What follows belongs to an exercise in optimizing a design on an open flow for small area, a short achievable clock period and few clock cycles per item; a production flow would make more cautious choices. Only simulation tests tie the RTL to the original design; equivalence was not proved. Power figures rest on the tool's default switching activity, not on a simulated workload.

// nch_complex_square
module nch_complex_square
#(
    parameter int WIDTH = 16,
    parameter int NCH   = 4,
    parameter int FRAC  = 14
) (
    input  logic                 clk,
    input  logic                 rst,
    input  logic [NCH*WIDTH-1:0] inReal,
    input  logic [NCH*WIDTH-1:0] inImag,
    input  logic                 inMode,
    input  logic                 inValid,
    output logic                 inReady,
    output logic [NCH*WIDTH-1:0] outReal,
    output logic [NCH*WIDTH-1:0] outImag,
    output logic                 outValid,
    input  logic                 outReady,
    output logic [NCH-1:0]       satFlag
);
Size in the first run: about 6700 cells after synthesis, roughly 270 I/O pins.
export LEC_CHECK = 0
export CAP_MARGIN = 20
export CORE_MARGIN = 2
export CORE_UTILIZATION = 40
export SETUP_SLACK_MARGIN = 5.0
export SLEW_MARGIN = 20
create_clock -name core_clock -period 9.0 [get_ports {clk}]
standard.sh (not shown) runs the stock make flow with config.mk's settings and CLKGATE_MAP_FILE= SYNTH_SCRIPT=/design/flow/synth_recipe.tcl, a recipe that flattens the netlist after the stock synthesis.
==> flow/flow/run.sh <==
#!/bin/bash
# Layout flow: the standard layout, with one change to synthesis: the
# coarse-to-fine synth step runs without its quick ABC pass, so that
# extract_fa sees the design's full adders as written (the ABC pass rewrites
# their polarity and leaves inverters between adders). The final ABC mapping,
# the flip-flop mapping and every later step are the standard ones.
set -euo pipefail
work=$(pwd)
# The synthesis script: the standard flow's own, with its synth wrapper adding -noabc to
# the "fine:" run only.
sed '1s/.*/proc synth {args} { if {[lsearch -exact $args "fine:"] >= 0} { yosys synth -nofsm -noshare -noabc {*}$args } else { yosys synth -nofsm -noshare {*}$args } }/' \
  "$work/synth_recipe.tcl" > "$work/noabc_synth.tcl"
grep -q 'noabc' "$work/noabc_synth.tcl"
sed "s#/synth_recipe.tcl#/noabc_synth.tcl#" "$work/standard.sh" > "$work/noabc_standard.sh"
grep -q 'noabc_synth.tcl' "$work/noabc_standard.sh"
bash "$work/noabc_standard.sh" finish > "$work/flow_make.log" 2>&1
The baseline passed the timing, DRC and antenna checks.
Testbench counts at the start, summed over its fixed seeds: cycles 12,024, items 12,000.
Then changed:
--- a/flow/flow/run.sh
+++ b/flow/flow/run.sh
@@ -2,5 +2,8 @@
-# Layout flow: the standard layout, with one change to synthesis: the
-# coarse-to-fine synth step runs without its quick ABC pass, so that
-# extract_fa sees the design's full adders as written (the ABC pass rewrites
-# their polarity and leaves inverters between adders). The final ABC mapping,
-# the flip-flop mapping and every later step are the standard ones.
+# Layout flow: the standard layout, with two changes:
+# - synthesis: the coarse-to-fine synth step runs without its quick ABC pass,
+#   so that extract_fa sees the design's full adders as written (the ABC pass
+#   rewrites their polarity and leaves inverters between adders). The final
+#   ABC mapping, the flip-flop mapping and the rest are the standard ones.
+# - placement: every input and output port still gets its buffer, but a plain
+#   buf_1 (resized later where timing needs it) instead of the delay cell
+#   clkdlybuf4s50_1 that buffer_ports picks by default.
@@ -16 +19 @@
-bash "$work/noabc_standard.sh" finish > "$work/flow_make.log" 2>&1
+bash "$work/noabc_standard.sh" "BUFFER_PORTS_ARGS=-buffer_cell sky130_fd_sc_hd__buf_1" finish > "$work/flow_make.log" 2>&1
Settings changed: TNS_END_PERCENT set to 0.
The new run produced a clean layout.
Worst setup slack got worse by 0.087 ns.
Wire length goes down by 9.5%.
Combinational power goes down by about 5%.
Clock-buffer cell count goes down by 6.
Final cell count goes down by 3.4%.
Area after synthesis is unchanged.


nch_complex_square again, from the RTL that the note above started with.
clock: 9.0 ns
lec_check: 0
cap_margin: 20
core_margin: 2
core_utilization: 40
setup_slack_margin: 4.85
slew_margin: 20
==> flow/flow/run.sh <==
#!/bin/bash
# Layout flow: the standard layout, with two changes:
# - synthesis: the coarse-to-fine synth step runs without its quick ABC pass,
#   so that extract_fa sees the design's full adders as written (the ABC pass
#   rewrites their polarity and leaves inverters between adders). The final
#   ABC mapping, the flip-flop mapping and the rest are the standard ones.
# - placement: every input and output port still gets its buffer, but a plain
#   buf_1 (resized later where timing needs it) instead of the delay cell
#   clkdlybuf4s50_1 that buffer_ports picks by default.
set -euo pipefail
work=$(pwd)
# The synthesis script: the standard flow's own, with its synth wrapper adding -noabc to
# the "fine:" run only.
sed '1s/.*/proc synth {args} { if {[lsearch -exact $args "fine:"] >= 0} { yosys synth -nofsm -noshare -noabc {*}$args } else { yosys synth -nofsm -noshare {*}$args } }/' \
  "$work/synth_recipe.tcl" > "$work/noabc_synth.tcl"
grep -q 'noabc' "$work/noabc_synth.tcl"
sed "s#/synth_recipe.tcl#/noabc_synth.tcl#" "$work/standard.sh" > "$work/noabc_standard.sh"
grep -q 'noabc_synth.tcl' "$work/noabc_standard.sh"
bash "$work/noabc_standard.sh" "BUFFER_PORTS_ARGS=-buffer_cell sky130_fd_sc_hd__buf_1" finish > "$work/flow_make.log" 2>&1
Testbench counts at the start, summed over its fixed seeds: cycles 12,024, items 12,000.
Change:
==> flow/flow/run.sh (replaced) <==
#!/bin/bash
set -euo pipefail
work=$(pwd)
# The synthesis script: the standard flow's own, with its synth wrapper adding -noabc to
# the "fine:" run only.
sed '1s/.*/proc synth {args} { if {[lsearch -exact $args "fine:"] >= 0} { yosys synth -nofsm -noshare -noabc {*}$args } else { yosys synth -nofsm -noshare {*}$args } }/' \
  "$work/synth_recipe.tcl" > "$work/noabc_synth.tcl"
grep -q 'noabc' "$work/noabc_synth.tcl"
sed "s#/synth_recipe.tcl#/noabc_synth.tcl#" "$work/standard.sh" > "$work/noabc_standard.sh"
grep -q 'noabc_synth.tcl' "$work/noabc_standard.sh"
bash "$work/noabc_standard.sh" "BUFFER_PORTS_ARGS=-buffer_cell sky130_fd_sc_hd__buf_1" SKIP_GATE_CLONING=1 finish > "$work/flow_make.log" 2>&1
After rerunning:
- area after synthesis stays the same
- design area shrinks by 0.72%
- first-iteration DRC count shrinks by 5.3%
- clock power stays flat
- combinational power stays flat
- via count shrinks by 0.65%
- hold slack barely changes


## rev 12
Starting RTL as in the previous note.
Settings: LEC_CHECK=0, CAP_MARGIN=20, CORE_MARGIN=2, CORE_UTILIZATION=40, GPL_TIMING_DRIVEN=0, SETUP_SLACK_MARGIN=4.85, SLEW_MARGIN=20; clock period 9.0 ns.
==> flow/flow/run.sh <==
#!/bin/bash
# Layout flow: the standard layout, with two changes:
# - synthesis: the coarse-to-fine synth step runs without its quick ABC pass,
#   so that extract_fa sees the design's full adders as written (the ABC pass
#   rewrites their polarity and leaves inverters between adders). The final
#   ABC mapping, the flip-flop mapping and the rest are the standard ones.
# - placement: every input and output port still gets its buffer, but a plain
#   buf_1 (resized later where timing needs it) instead of the delay cell
#   clkdlybuf4s50_1 that buffer_ports picks by default.
set -euo pipefail
work=$(pwd)
# The synthesis script: the standard flow's own, with its synth wrapper adding -noabc to
# the "fine:" run only.
sed '1s/.*/proc synth {args} { if {[lsearch -exact $args "fine:"] >= 0} { yosys synth -nofsm -noshare -noabc {*}$args } else { yosys synth -nofsm -noshare {*}$args } }/' \
  "$work/synth_recipe.tcl" > "$work/noabc_synth.tcl"
grep -q 'noabc' "$work/noabc_synth.tcl"
sed "s#/synth_recipe.tcl#/noabc_synth.tcl#" "$work/standard.sh" > "$work/noabc_standard.sh"
grep -q 'noabc_synth.tcl' "$work/noabc_standard.sh"
bash "$work/noabc_standard.sh" "BUFFER_PORTS_ARGS=-buffer_cell sky130_fd_sc_hd__buf_1" finish > "$work/flow_make.log" 2>&1
Testbench counts of rev 12, summed over its fixed seeds: cycles 12,024, items 12,000.
What rev 13 does differently from rev 12 at the input level:
Settings: GPL_TIMING_DRIVEN removed (was 0); TNS_END_PERCENT newly set to 0.
Notes after the runs:
Cmp rev 13 vs rev 12: multi-input logic area lower in rev 13. Rev 13 ends up with higher power share of the clock group than rev 12 does. Relative to rev 12, global-route usage has gone down in rev 13. Relative to rev 12, the proportion of power drawn by combinational gates of rev 13 is lower by 1.5 points. Maximum number of pins on one net before global-route repair: rev 13 vs rev 12 up about 180%. The via count in rev 13 was lower than what rev 12 gave. The final reports for rev 13 and rev 12 show largest fanout on the critical path higher in the former. On rev 13: filler cell count is 1.9% higher than what rev 12 gave. Number of clock buffer instances in the layout ends up higher on rev 13. Design area (rev 13 vs. rev 12) decreases by a few percent. Rev 13: wire length on met3 about 30% below rev 12.

==> re-timing with driven ports <==
The flow's constraints put no driver on any port. The routed layouts listed below were extracted and timed again, unchanged, in two steps. Step 1: set_driving_cell puts a clkbuf_16 on clk and a buf_2 on each other input, an assumption about the parent block. Step 2 times the ports against the registers' clock, not the clock port: input delays grow and output delays shrink by t, the midpoint of the rising clock arrivals with the driver on. Three values: ideal ports, drivers, drivers and shift; two values: the first two.
run | t (ns) | setup slack, ns | worst hold slack (ns) | worst setup path after step 2 | worst slew at a driven data input, ns
the first run of note 1 | 0.792 | 4.868 / 4.836 / 4.316 | 0.471 / 0.471 / 0.471 | input to register | 0.11
the second run of note 1 | 0.811 | 4.781 / 4.743 / 4.536 | 0.461 / 0.461 / 0.461 | input to register | 0.11
the first run of note 2 | 0.813 | 4.831 / 4.790 / 4.437 | 0.477 / 0.477 / 0.477 | input to register | 0.12
the second run of note 2 | 0.813 | 4.861 / 4.836 / 4.393 | 0.478 / 0.478 / 0.478 | input to register | 0.14
rev 12 | 0.812 | 4.579 / 4.541 / 4.541 | 0.461 / 0.461 / 0.461 | input to output | 0.07
rev 13 | 0.806 | 4.731 / 4.710 / 4.432 | 0.459 / 0.459 / 0.459 | input to register | 0.13
After both steps every run listed still meets setup and hold. For the first run of note 1, which loses most, drivers alone change the setup slack by -0.032 ns; drivers and shift together by -0.552 ns.
